What follows belongs to an exercise in optimizing a design on an open flow for small area, a short achievable clock period and few clock cycles per item; a production flow would make more cautious choices. At most, simulation tests tie the RTL to the original design; equivalence was not proved. Power is estimated from default activity; no workload was simulated.

==> flow/design.v <==
package fbrc_pkg;
   localparam int ENTRIES = 16;
   localparam int COUNT_W = 16;
   localparam int FD_W    = 16;
   localparam int BN_W    = 31;
   localparam int KEY_W   = FD_W + BN_W;
   localparam int SLOT_W  = 4;
   localparam int CFG_W   = 5;
   localparam logic [CFG_W-1:0] NEW_SECTION_RESET = 5'd4;
   localparam logic [CFG_W-1:0] OLD_SECTION_RESET = 5'd8;
endpackage
module frequency_based_cache_replacement_core (
   input  logic        clock,
   input  logic        reset,
   input  logic        req_tvalid,
   output logic        req_tready,
   input  logic [47:0] req_tdata,
   output logic        rsp_tvalid,
   input  logic        rsp_tready,
   output logic [55:0] rsp_tdata,
   output logic [1:0]  rsp_tuser,
   input  logic        csr_valid,
   output logic        csr_ready,
   input  logic [0:0]  csr_index,
   input  logic [4:0]  csr_data
);
   localparam int N  = fbrc_pkg::ENTRIES;
   localparam int KW = fbrc_pkg::KEY_W;
   localparam int CW = fbrc_pkg::COUNT_W;
   localparam int SW = fbrc_pkg::SLOT_W;
   localparam int RW = 2 + SW + KW;    
   logic [N-1:0] newm, inwin;
   logic [N-1:0] newm_w, inwin_w;
   assign csr_ready = 1'b1;
   always_comb begin
      for (int i = 0; i < N; i++) begin
         newm_w[i]  = ({1'b0, csr_data} > 6'(i));
         inwin_w[i] = (csr_data == 5'd0) ? (i == N - 1) : ({1'b0, csr_data} >= 6'(N - i));
      end
   end
   always_ff @(posedge clock) begin
      if (reset) begin
         newm  <= N'(16'h000f);    
         inwin <= N'(16'hff00);    
      end else if (csr_valid) begin
         if (csr_index[0]) inwin <= inwin_w;
         else              newm  <= newm_w;
      end
   end
   logic [KW-1:0] key  [N];
   logic [CW-1:0] cnt  [N];
   logic [SW-1:0] slot [N];
   logic [N-1:0]  v;                 
   logic [SW-1:0] occ;               
   logic [N-1:0]  lt [N];            
   logic          a_v, b_v;          
   logic [KW-1:0] a_key, b_key;
   logic [N-1:0]  a_m;               
   logic [N-1:0]  b_m;               
   logic          b_hit;             
   logic          b_innew;           
   logic [CW-1:0] b_c;               
   logic [SW-1:0] b_s;               
   logic          h_v, s_v;
   logic [RW-1:0] h_d, s_d;
   logic          rdy;
   logic          go, deq, adv;
   logic          a_v_n, b_v_n, h_v_n, s_v_n;
   assign go  = b_v & ~(h_v & s_v);
   assign adv = a_v & (~b_v | go);
   assign deq = h_v & rsp_tready;
   assign a_v_n = (a_v & ~adv) | (req_tvalid & rdy);
   assign b_v_n = (b_v & ~go) | adv;
   always_comb begin
      h_v_n = h_v;
      s_v_n = s_v;
      if (go) begin
         if (h_v & ~deq) s_v_n = 1'b1;
         h_v_n = 1'b1;
      end else if (deq) begin
         h_v_n = s_v;
         s_v_n = 1'b0;
      end
   end
   always_ff @(posedge clock) begin
      if (reset) begin
         a_v <= 1'b0;
         b_v <= 1'b0;
         h_v <= 1'b0;
         s_v <= 1'b0;
         rdy <= 1'b1;
      end else begin
         a_v <= a_v_n;
         b_v <= b_v_n;
         h_v <= h_v_n;
         s_v <= s_v_n;
         rdy <= ~(a_v_n & b_v_n & h_v_n & s_v_n);
      end
   end
   always_ff @(posedge clock) begin
      if (rdy) a_key <= req_tdata[KW-1:0];
   end
   assign req_tready = rdy;
   logic [N-1:0]  m_in, m0;
   logic [CW-1:0] c0;
   logic [SW-1:0] s0;
   logic          same;              
   logic          same_in;           
   always_comb begin
      for (int i = 0; i < N; i++) m_in[i] = v[i] && (key[i] == req_tdata[KW-1:0]);
   end
   assign same_in = (req_tdata[KW-1:0] == b_key);
   assign m0      = a_m;
   always_comb begin
      c0 = '0;
      s0 = '0;
      for (int i = 0; i < N; i++) begin
         c0 = c0 | ({CW{m0[i]}} & cnt[i]);
         s0 = s0 | ({SW{m0[i]}} & slot[i]);
      end
   end
   assign same = (a_key == b_key);
   logic [N-1:0]  vict, sh, hth, vth;
   logic          hit, full, ev, in_new, inc;
   logic [CW-1:0] cnew, cp1;
   logic [SW-1:0] sv, snew;
   logic [KW-1:0] evk;
   logic [N-1:0]  lt_q, lt_e, lt_o, lt_c, lt_n;
   assign full = v[N-1];
   function automatic logic less(input logic [CW-1:0] a, input logic [CW-1:0] b);
      less = 1'b0;
      for (int i = 0; i < CW; i++) less = (~a[i] & b[i]) | (~(a[i] ^ b[i]) & less);
   endfunction
   always_comb begin
      for (int i = 0; i < N; i++) begin
         vict[i] = inwin[i];
         for (int j = 0; j < N; j++) begin
            if (j > i) vict[i] = vict[i] & lt[i][j];
            if (j < i) vict[i] = vict[i] & ~(inwin[j] & lt[j][i]);
         end
      end
   end
   assign hit = b_hit;
   assign ev  = ~hit & full;
   assign in_new = b_innew;
   always_comb begin
      sv  = '0;
      evk = '0;
      for (int i = 0; i < N; i++) begin
         sv  = sv  | ({SW{vict[i]}} & slot[i]);
         evk = evk | ({KW{vict[i]}} & key[i]);
      end
   end
   assign inc  = ~in_new & ~(&b_c);
   assign cp1  = b_c + CW'(1);
   assign cnew = hit ? (inc ? cp1 : b_c) : CW'(1);
   assign snew = hit ? b_s : full ? sv : occ;
   always_comb begin
      logic hm, vm;
      hm = 1'b0;
      vm = 1'b0;
      for (int i = N - 1; i >= 0; i--) begin
         hm = hm | b_m[i];
         vm = vm | vict[i];
         hth[i] = hm;
         vth[i] = vm;
      end
      sh[0] = 1'b1;
      for (int i = 1; i < N; i++) begin
         sh[i] = hit ? hth[i] : full ? vth[i] : v[i-1];
      end
   end
   logic [CW-1:0] incm;
   assign incm = b_c ^ cp1;
   always_comb begin
      for (int k = 0; k < N; k++) begin
         lt_q[k] = less(b_c, cnt[k]);
         lt_e[k] = ((cnt[k] ^ b_c) == incm);
         lt_o[k] = |cnt[k][CW-1:1];
         lt_c[k] = hit ? (lt_q[k] & ~(inc & lt_e[k])) : lt_o[k];
      end
      lt_n = '0;
      for (int j = 1; j < N; j++) lt_n[j] = sh[j] ? lt_c[j-1] : lt_c[j];
   end
   always_ff @(posedge clock) begin
      if (go) begin
         key[0]  <= b_key;
         cnt[0]  <= cnew;
         slot[0] <= snew;
         lt[0]   <= lt_n;
         for (int i = 1; i < N; i++) begin
            if (sh[i]) begin
               key[i]  <= key[i-1];
               cnt[i]  <= cnt[i-1];
               slot[i] <= slot[i-1];
            end
         end
         for (int a = 1; a < N; a++) begin
            for (int b = a + 1; b < N; b++) begin
               if (sh[b])      lt[a][b] <= lt[a-1][b-1];
               else if (sh[a]) lt[a][b] <= lt[a-1][b];
            end
         end
      end
   end
   always_ff @(posedge clock) begin
      if (reset) begin
         v   <= '0;
         occ <= '0;
      end else if (go & ~hit & ~full) begin
         v   <= {v[N-2:0], 1'b1};
         occ <= occ + SW'(1);
      end
   end
   always_ff @(posedge clock) begin
      if (rdy) begin
         if (go) begin
            a_m[0] <= same_in;
            for (int i = 1; i < N; i++) a_m[i] <= sh[i] ? m_in[i-1] : m_in[i];
         end else begin
            a_m <= m_in;
         end
      end
   end
   logic [N-1:0] m0x;
   logic         innew0x;
   always_comb begin
      m0x = m0 & ~({N{ev}} & vict);
      innew0x = 1'b0;
      for (int r = 0; r < N; r++) begin
         if (r < N - 1) innew0x = innew0x | (m0x[r] & (sh[r+1] ? newm[r+1] : newm[r]));
         else           innew0x = innew0x | (m0x[r] & newm[r]);
      end
   end
   always_ff @(posedge clock) begin
      if (adv) begin
         b_key <= a_key;
         if (go) begin
            b_m[0] <= same;
            for (int i = 1; i < N; i++) b_m[i] <= sh[i] ? m0[i-1] : m0[i];
            b_c     <= same ? cnew : c0;
            b_s     <= same ? snew : s0;
            b_hit   <= same | (|m0x);
            b_innew <= same ? newm[0] : innew0x;
         end else begin
            b_m     <= m0;
            b_c     <= c0;
            b_s     <= s0;
            b_hit   <= |m0;
            b_innew <= |(m0 & newm);
         end
      end
   end
   logic [RW-1:0] res;
   assign res = {ev, hit, snew, ev ? evk : KW'(0)};
   always_ff @(posedge clock) begin
      if (go) begin
         if (~h_v | deq) h_d <= res;
         if (h_v)        s_d <= res;
      end else if (deq) begin
         h_d <= s_d;
      end
   end
   assign rsp_tvalid = h_v;
   assign rsp_tuser  = h_d[RW-1:RW-2];
   assign rsp_tdata  = {5'b0, h_d[KW-1:0], h_d[KW+SW-1:KW]};
endmodule
export LEC_CHECK = 0
export CAP_MARGIN = 20
export CORE_MARGIN = 2
export CORE_UTILIZATION = 45
export SETUP_SLACK_MARGIN = 5
export SLEW_MARGIN = 20
create_clock -name core_clock -period 10.0 [get_ports {clock}]
standard.sh (not shown) runs the stock make flow with config.mk's settings and CLKGATE_MAP_FILE= SYNTH_SCRIPT=/design/flow/synth_recipe.tcl, a recipe that flattens the netlist after the stock synthesis.
==> flow/flow/run.sh <==
#!/bin/bash
set -euo pipefail
MARGIN=$(cat flow/margin.txt)
CTS=$(cat flow/cts_args.txt)
sed -e "s/SETUP_SLACK_MARGIN=5/SETUP_SLACK_MARGIN=${MARGIN}/" \
    -e "s|\"\${@:-finish}\"|'CTS_ARGS=${CTS}' \"\${@:-finish}\"|" \
    standard.sh > standard_tuned.sh
grep -q "SETUP_SLACK_MARGIN=${MARGIN}" standard_tuned.sh
grep -q "CTS_ARGS=" standard_tuned.sh
bash standard_tuned.sh > make.log 2>&1
==> flow/flow/cts_args.txt <==
-sink_clustering_enable -repair_clock_nets -dont_use_dummy_load -buf_list {sky130_fd_sc_hd__clkbuf_4 sky130_fd_sc_hd__clkbuf_8}
==> flow/flow/margin.txt <==
6.5
Testbench counts at the start, summed over its fixed seeds: cycles 4,024, items 4,000.
Next try:
--- a/flow/design.v
+++ b/flow/design.v
@@ -53,11 +53,10 @@
    logic [N-1:0]  v;                 
    logic [SW-1:0] occ;               
    logic [N-1:0]  lt [N];            
    logic          a_v, b_v;          
    logic [KW-1:0] a_key, b_key;
-   logic [N-1:0]  a_m;               
    logic [N-1:0]  b_m;               
    logic          b_hit;             
    logic          b_innew;           
    logic [CW-1:0] b_c;               
    logic [SW-1:0] b_s;               
@@ -99,24 +98,19 @@
    end
    always_ff @(posedge clock) begin
       if (rdy) a_key <= req_tdata[KW-1:0];
    end
    assign req_tready = rdy;
-   logic [N-1:0]  m_in, m0;
+   logic [N-1:0]  m0;
    logic [CW-1:0] c0;
    logic [SW-1:0] s0;
    logic          same;              
-   logic          same_in;           
-   always_comb begin
-      for (int i = 0; i < N; i++) m_in[i] = v[i] && (key[i] == req_tdata[KW-1:0]);
-   end
-   assign same_in = (req_tdata[KW-1:0] == b_key);
-   assign m0      = a_m;
    always_comb begin
       c0 = '0;
       s0 = '0;
       for (int i = 0; i < N; i++) begin
+         m0[i] = v[i] && (key[i] == a_key);
          c0 = c0 | ({CW{m0[i]}} & cnt[i]);
          s0 = s0 | ({SW{m0[i]}} & slot[i]);
       end
    end
    assign same = (a_key == b_key);
@@ -208,20 +202,10 @@
          v   <= '0;
          occ <= '0;
       end else if (go & ~hit & ~full) begin
          v   <= {v[N-2:0], 1'b1};
          occ <= occ + SW'(1);
-      end
-   end
-   always_ff @(posedge clock) begin
-      if (rdy) begin
-         if (go) begin
-            a_m[0] <= same_in;
-            for (int i = 1; i < N; i++) a_m[i] <= sh[i] ? m_in[i-1] : m_in[i];
-         end else begin
-            a_m <= m_in;
-         end
       end
    end
    logic [N-1:0] m0x;
    logic         innew0x;
    always_comb begin
Result: Worst setup slack loses 380 ps; non-clock buffer count went down by 2; core utilization climbs by 1.1 points; first-iteration DRC count went up by a little under a tenth; flip-flop and latch count shrinks by 16; area after synthesis goes down slightly; final cell count drops slightly; global-route usage falls by 1.4 points; sequential power drops slightly; maximum frequency falls by a little under a tenth; sequential share of layout area fell by 0.81 points; worst hold slack is worse by 30 ps.
Only the layout flow was run in the second run of this note; the RTL was not checked for function there.


// frequency_based_cache_replacement_core: RTL as listed in full above, without the edits since
==> flow/config.mk <==
export PLATFORM = sky130hd
export DESIGN_NAME = frequency_based_cache_replacement_core
export DESIGN_NICKNAME = frequency_based_cache_replacement_core
export VERILOG_FILES = /design/flow/design.v
export SDC_FILE = /design/flow/constraint.sdc
export NUM_CORES = 4
export LEC_CHECK = 0
export CAP_MARGIN = 20
export CORE_MARGIN = 2
export CORE_UTILIZATION = 45
export SETUP_SLACK_MARGIN = 5
export SLEW_MARGIN = 20
export TNS_END_PERCENT = 20
==> flow/constraint.sdc <==
create_clock -name core_clock -period 10.0 [get_ports {clock}]
set_input_delay 2.0000 -clock core_clock [delete_from_list [all_inputs] [get_ports {clock}]]
set_output_delay 2.0000 -clock core_clock [all_outputs]
set_load 0.01 [all_outputs]
==> flow/flow/run.sh <==
#!/bin/bash
set -euo pipefail
MARGIN=$(cat flow/margin.txt)
EXTRA=""
while IFS= read -r line; do
  [[ -z "$line" ]] && continue
  EXTRA="$EXTRA '$line'"
done < flow/make_args.txt
sed -e "s/SETUP_SLACK_MARGIN=5/SETUP_SLACK_MARGIN=${MARGIN}/" \
    -e "s|\"\${@:-finish}\"|${EXTRA} \"\${@:-finish}\"|" \
    standard.sh > standard_tuned.sh
grep -q "SETUP_SLACK_MARGIN=${MARGIN}" standard_tuned.sh
bash standard_tuned.sh > make.log 2>&1
==> flow/flow/make_args.txt <==
CTS_ARGS=-sink_clustering_enable -repair_clock_nets -dont_use_dummy_load
BUFFER_PORTS_ARGS=-buffer_cell sky130_fd_sc_hd__buf_4
Scripts as last shown in full above: flow/flow/margin.txt
Testbench counts at the start, summed over its fixed seeds: cycles 4,024, items 4,000.
==> next run, changes <==
--- a/flow/design.v
+++ b/flow/design.v
@@ -30,4 +30,5 @@
    localparam int SW = fbrc_pkg::SLOT_W;
    localparam int RW = 2 + SW + KW;    
+   localparam int LW = 24;             
    logic [N-1:0] newm, inwin;
    logic [N-1:0] newm_w, inwin_w;
@@ -108,8 +109,10 @@
    logic          same_in;           
    always_comb begin
-      for (int i = 0; i < N; i++) m_in[i] = v[i] && (key[i] == req_tdata[KW-1:0]);
-   end
-   assign same_in = (req_tdata[KW-1:0] == b_key);
-   assign m0      = a_m;
+      for (int i = 0; i < N; i++) m_in[i] = v[i] && (key[i][LW-1:0] == req_tdata[LW-1:0]);
+   end
+   assign same_in = (req_tdata[LW-1:0] == b_key[LW-1:0]);
+   always_comb begin
+      for (int i = 0; i < N; i++) m0[i] = a_m[i] && (key[i][KW-1:LW] == a_key[KW-1:LW]);
+   end
    always_comb begin
       c0 = '0;
@@ -148,6 +151,6 @@
       evk = '0;
       for (int i = 0; i < N; i++) begin
-         sv  = sv  | ({SW{vict[i]}} & slot[i]);
-         evk = evk | ({KW{vict[i]}} & key[i]);
+         sv  = sv  | ({SW{vict[i] & ev}} & slot[i]);
+         evk = evk | ({KW{vict[i] & ev}} & key[i]);
       end
    end
@@ -253,5 +256,5 @@
    end
    logic [RW-1:0] res;
-   assign res = {ev, hit, snew, ev ? evk : KW'(0)};
+   assign res = {ev, hit, snew, evk};
    always_ff @(posedge clock) begin
       if (go) begin
Sequential share of layout area increases by 0.90 points. Total power decreases by 2.1%. Sequential power is about the same. Die area goes down by 0.40%. Global-route usage fell by 6.0 points. Count of clock-buffer cells in the layout drops by 2. Design area fell by 1.7%. Wire length drops by 15%. Setup slack gets better by 0.17 ns. Utilization fell by 0.80 points. Synthesized cell count shrinks by 1.9%. Worst hold slack is about the same. Clock power falls by about 2%. Synthesized area goes down by 0.40%.
Testbench counts after the change, summed over its fixed seeds: cycles 4,024, items 4,000.


frequency_based_cache_replacement_core, a different RTL version from the one above (not shown whole).
Size: ~5100 cells after synthesis, about 1500 flip-flops, roughly 120 I/O pins.
==> module frequency_based_cache_replacement_core, before the edit <==
module frequency_based_cache_replacement_core (
   input  logic        clock,
   input  logic        reset,
   input  logic        req_tvalid,
   output logic        req_tready,
   input  logic [47:0] req_tdata,
   output logic        rsp_tvalid,
   input  logic        rsp_tready,
   output logic [55:0] rsp_tdata,
   output logic [1:0]  rsp_tuser,
   input  logic        csr_valid,
   output logic        csr_ready,
   input  logic [0:0]  csr_index,
   input  logic [4:0]  csr_data
);
   localparam int N  = fbrc_pkg::ENTRIES;
   localparam int KW = fbrc_pkg::KEY_W;
   localparam int CW = fbrc_pkg::COUNT_W;
   localparam int SW = fbrc_pkg::SLOT_W;
   localparam int RW = 2 + SW + KW;    
   logic [N-1:0] newm, inwin;
   logic [N-1:0] newm_w, inwin_w;
   assign csr_ready = 1'b1;
   always_comb begin
      for (int i = 0; i < N; i++) begin
         newm_w[i]  = ({1'b0, csr_data} > 6'(i));
         inwin_w[i] = (csr_data == 5'd0) ? (i == N - 1) : ({1'b0, csr_data} >= 6'(N - i));
      end
   end
   always_ff @(posedge clock) begin
      if (reset) begin
         newm  <= N'(16'h000f);    
         inwin <= N'(16'hff00);    
      end else if (csr_valid) begin
         if (csr_index[0]) inwin <= inwin_w;
         else              newm  <= newm_w;
      end
   end
   logic [KW-1:0] key  [N];
   logic [CW-1:0] cnt  [N];
   logic [SW-1:0] slot [N];
   logic [N-1:0]  v;                 
   logic [SW-1:0] occ;               
   logic [N-1:0]  lt [N];            
   logic          a_v, b_v;          
   logic [KW-1:0] a_key, b_key;
   logic [N-1:0]  b_m;               
   logic [CW-1:0] b_c;               
   logic [SW-1:0] b_s;               
   logic          h_v, s_v;
   logic [RW-1:0] h_d, s_d;
   logic          rdy;
   logic          go, deq, adv;
   logic          a_v_n, b_v_n, h_v_n, s_v_n;
   assign go  = b_v & ~(h_v & s_v);
   assign adv = a_v & (~b_v | go);
   assign deq = h_v & rsp_tready;
   assign a_v_n = (a_v & ~adv) | (req_tvalid & rdy);
   assign b_v_n = (b_v & ~go) | adv;
   always_comb begin
      h_v_n = h_v;
      s_v_n = s_v;
      if (go) begin
         if (h_v & ~deq) s_v_n = 1'b1;
         h_v_n = 1'b1;
      end else if (deq) begin
         h_v_n = s_v;
         s_v_n = 1'b0;
      end
   end
   always_ff @(posedge clock) begin
      if (reset) begin
         a_v <= 1'b0;
         b_v <= 1'b0;
         h_v <= 1'b0;
         s_v <= 1'b0;
         rdy <= 1'b1;
      end else begin
         a_v <= a_v_n;
         b_v <= b_v_n;
         h_v <= h_v_n;
         s_v <= s_v_n;
         rdy <= ~(a_v_n & b_v_n & h_v_n & s_v_n);
      end
   end
   always_ff @(posedge clock) begin
      if (rdy) a_key <= req_tdata[KW-1:0];
   end
   assign req_tready = rdy;
   logic [N-1:0]  m0;
   logic [CW-1:0] c0;
   logic [SW-1:0] s0;
   logic          same;              
   always_comb begin
      c0 = '0;
      s0 = '0;
      for (int i = 0; i < N; i++) begin
         m0[i] = v[i] && (key[i] == a_key);
         c0 = c0 | ({CW{m0[i]}} & cnt[i]);
         s0 = s0 | ({SW{m0[i]}} & slot[i]);
      end
   end
   assign same = (a_key == b_key);
   logic [N-1:0]  vict, sh, hth, vth;
   logic          hit, full, ev, in_new, inc;
   logic [CW-1:0] cnew, cp1;
   logic [SW-1:0] sv, snew;
   logic [KW-1:0] evk;
   logic [N-1:0]  lt_c, lt_n;
   assign full = v[N-1];
   function automatic logic less(input logic [CW-1:0] a, input logic [CW-1:0] b);
      less = 1'b0;
      for (int i = 0; i < CW; i++) less = (~a[i] & b[i]) | (~(a[i] ^ b[i]) & less);
   endfunction
   always_comb begin
      for (int i = 0; i < N; i++) begin
         vict[i] = inwin[i];
         for (int j = 0; j < N; j++) begin
            if (j > i) vict[i] = vict[i] & lt[i][j];
            if (j < i) vict[i] = vict[i] & ~(inwin[j] & lt[j][i]);
         end
      end
   end
   assign hit = |b_m;
   assign ev  = ~hit & full;
   assign in_new = |(b_m & newm);
   always_comb begin
      sv  = '0;
      evk = '0;
      for (int i = 0; i < N; i++) begin
         sv  = sv  | ({SW{vict[i]}} & slot[i]);
         evk = evk | ({KW{vict[i]}} & key[i]);
      end
   end
   assign inc  = ~in_new & ~(&b_c);
   assign cp1  = b_c + CW'(1);
   assign cnew = hit ? (inc ? cp1 : b_c) : CW'(1);
   assign snew = hit ? b_s : full ? sv : occ;
   always_comb begin
      logic hm, vm;
      hm = 1'b0;
      vm = 1'b0;
      for (int i = N - 1; i >= 0; i--) begin
         hm = hm | b_m[i];
         vm = vm | vict[i];
         hth[i] = hm;
         vth[i] = vm;
      end
      sh[0] = 1'b1;
      for (int i = 1; i < N; i++) begin
         sh[i] = hit ? hth[i] : full ? vth[i] : v[i-1];
      end
   end
   always_comb begin
      for (int k = 0; k < N; k++) lt_c[k] = less(cnew, cnt[k]);
      lt_n = '0;
      for (int j = 1; j < N; j++) lt_n[j] = sh[j] ? lt_c[j-1] : lt_c[j];
   end
   always_ff @(posedge clock) begin
      if (go) begin
         key[0]  <= b_key;
         cnt[0]  <= cnew;
         slot[0] <= snew;
         lt[0]   <= lt_n;
         for (int i = 1; i < N; i++) begin
            if (sh[i]) begin
               key[i]  <= key[i-1];
               cnt[i]  <= cnt[i-1];
               slot[i] <= slot[i-1];
            end
         end
         for (int a = 1; a < N; a++) begin
            for (int b = a + 1; b < N; b++) begin
               if (sh[b])      lt[a][b] <= lt[a-1][b-1];
               else if (sh[a]) lt[a][b] <= lt[a-1][b];
            end
         end
      end
   end
   always_ff @(posedge clock) begin
      if (reset) begin
         v   <= '0;
         occ <= '0;
      end else if (go & ~hit & ~full) begin
         v   <= {v[N-2:0], 1'b1};
         occ <= occ + SW'(1);
      end
   end
   always_ff @(posedge clock) begin
      if (adv) begin
         b_key <= a_key;
         if (go) begin
            b_m[0] <= same;
            for (int i = 1; i < N; i++) b_m[i] <= sh[i] ? m0[i-1] : m0[i];
            b_c <= same ? cnew : c0;
            b_s <= same ? snew : s0;
         end else begin
            b_m <= m0;
            b_c <= c0;
            b_s <= s0;
         end
      end
   end
   logic [RW-1:0] res;
   assign res = {ev, hit, snew, ev ? evk : KW'(0)};
   always_ff @(posedge clock) begin
      if (go) begin
         if (~h_v | deq) h_d <= res;
         if (h_v)        s_d <= res;
      end else if (deq) begin
         h_d <= s_d;
      end
   end
   assign rsp_tvalid = h_v;
   assign rsp_tuser  = h_d[RW-1:RW-2];
   assign rsp_tdata  = {5'b0, h_d[KW-1:0], h_d[KW+SW-1:KW]};
endmodule
clock: 10.0 ns
lec_check: 0
cap_margin: 20
core_margin: 2
core_utilization: 40
setup_slack_margin: 5
slew_margin: 20
==> flow/flow/run.sh <==
#!/bin/bash
set -euo pipefail
MARGIN=$(cat flow/margin.txt)
sed "s/SETUP_SLACK_MARGIN=5/SETUP_SLACK_MARGIN=${MARGIN}/" standard.sh > standard_margin.sh
grep -q "SETUP_SLACK_MARGIN=${MARGIN}" standard_margin.sh
bash standard_margin.sh > make.log 2>&1
Scripts as last shown in full above: flow/flow/margin.txt
Testbench counts at the start, summed over its fixed seeds: cycles 4,024, items 4,000.
Next try:
--- a/flow/design.v
+++ b/flow/design.v
@@ -114,13 +114,13 @@
    assign same = (a_key == b_key);
    logic [N-1:0]  vict, sh, hth, vth;
    logic          hit, full, ev, in_new, inc;
    logic [CW-1:0] cnew, cp1;
    logic [SW-1:0] sv, snew;
    logic [KW-1:0] evk;
-   logic [N-1:0]  lt_c, lt_n;
+   logic [N-1:0]  lt_p, lt_q, lt_o, lt_c, lt_n;
    assign full = v[N-1];
    function automatic logic less(input logic [CW-1:0] a, input logic [CW-1:0] b);
       less = 1'b0;
       for (int i = 0; i < CW; i++) less = (~a[i] & b[i]) | (~(a[i] ^ b[i]) & less);
    endfunction
    always_comb begin
@@ -160,13 +160,18 @@
       sh[0] = 1'b1;
       for (int i = 1; i < N; i++) begin
          sh[i] = hit ? hth[i] : full ? vth[i] : v[i-1];
       end
    end
    always_comb begin
-      for (int k = 0; k < N; k++) lt_c[k] = less(cnew, cnt[k]);
+      for (int k = 0; k < N; k++) begin
+         lt_p[k] = less(cp1, cnt[k]);
+         lt_q[k] = less(b_c, cnt[k]);
+         lt_o[k] = |cnt[k][CW-1:1];
+         lt_c[k] = hit ? (inc ? lt_p[k] : lt_q[k]) : lt_o[k];
+      end
       lt_n = '0;
       for (int j = 1; j < N; j++) lt_n[j] = sh[j] ? lt_c[j-1] : lt_c[j];
    end
    always_ff @(posedge clock) begin
       if (go) begin
          key[0]  <= b_key;
After rerunning: The new run passed the timing, DRC and antenna checks; global-route usage falls by 1.5 points; cell area rises by about 4%; clock-buffer cell count falls by 11; setup slack gains 120 ps; sequential power falls by about 3.7%; combinational power falls by 20%; area after synthesis rises by about 8%; sequential cell count stays the same; worst hold slack loses 16 ps; core utilization falls by 1.8 points; synthesized cell count rises by 12%; register-to-register slack gains 120 ps; non-clock buffer count falls by 117.
Only the layout flow was run in the second run of this note; the RTL was not checked for function there.

## port drivers added, routing unchanged
How much do the figures lean on ideal ports? The routed layouts below were timed once more, with nothing changed but the port constraints.
Step 1 (the two cells are an assumption about what drives the block):
set clk [get_ports {clock}]
set_driving_cell -lib_cell sky130_fd_sc_hd__clkbuf_16 $clk
set_driving_cell -lib_cell sky130_fd_sc_hd__buf_2 [delete_from_list [all_inputs] $clk]
Step 2 adds t to the input delays and takes it off the output delays; t is the mean of the earliest and latest rising clock arrival at the registers after step 1. Input paths then give back, and output paths get back, about the clock's delay inside the block.
Slacks: ideal ports / drivers / drivers and shift; pairs: ideal ports / drivers.
| run | t (ns) | setup slack, ns | worst setup path at the end | clock arrival spread, ns | worst slew at a driven data input, ns |
|---|---|---|---|---|---|
| the first run of note 1 | 1.147 | 6.187 / 6.187 / 5.280 | input to register | 0.108 / 0.108 | 0.08 |
| the second run of note 1 | 1.145 | 5.810 / 5.810 / 5.810 | register to register | 0.085 / 0.084 | 0.07 |
| the first run of note 2 | 0.932 | 6.092 / 6.092 / 5.226 | input to register | 0.066 / 0.066 | 0.28 |
| the second run of note 2 | 0.867 | 6.259 / 6.256 / 5.390 | input to register | 0.095 / 0.095 | 0.23 |
| the first run of note 3 | 0.925 | 5.789 / 5.789 / 5.789 | register to register | 0.042 / 0.042 | 0.15 |
| the second run of note 3 | 0.944 | 5.912 / 5.912 / 5.912 | register to register | 0.047 / 0.046 | 0.08 |
After both steps setup and hold are still met in every run listed. The setup slack of the first run of note 1, which loses most, moves by 0.000 ns with the drivers and by -0.907 ns with both steps.
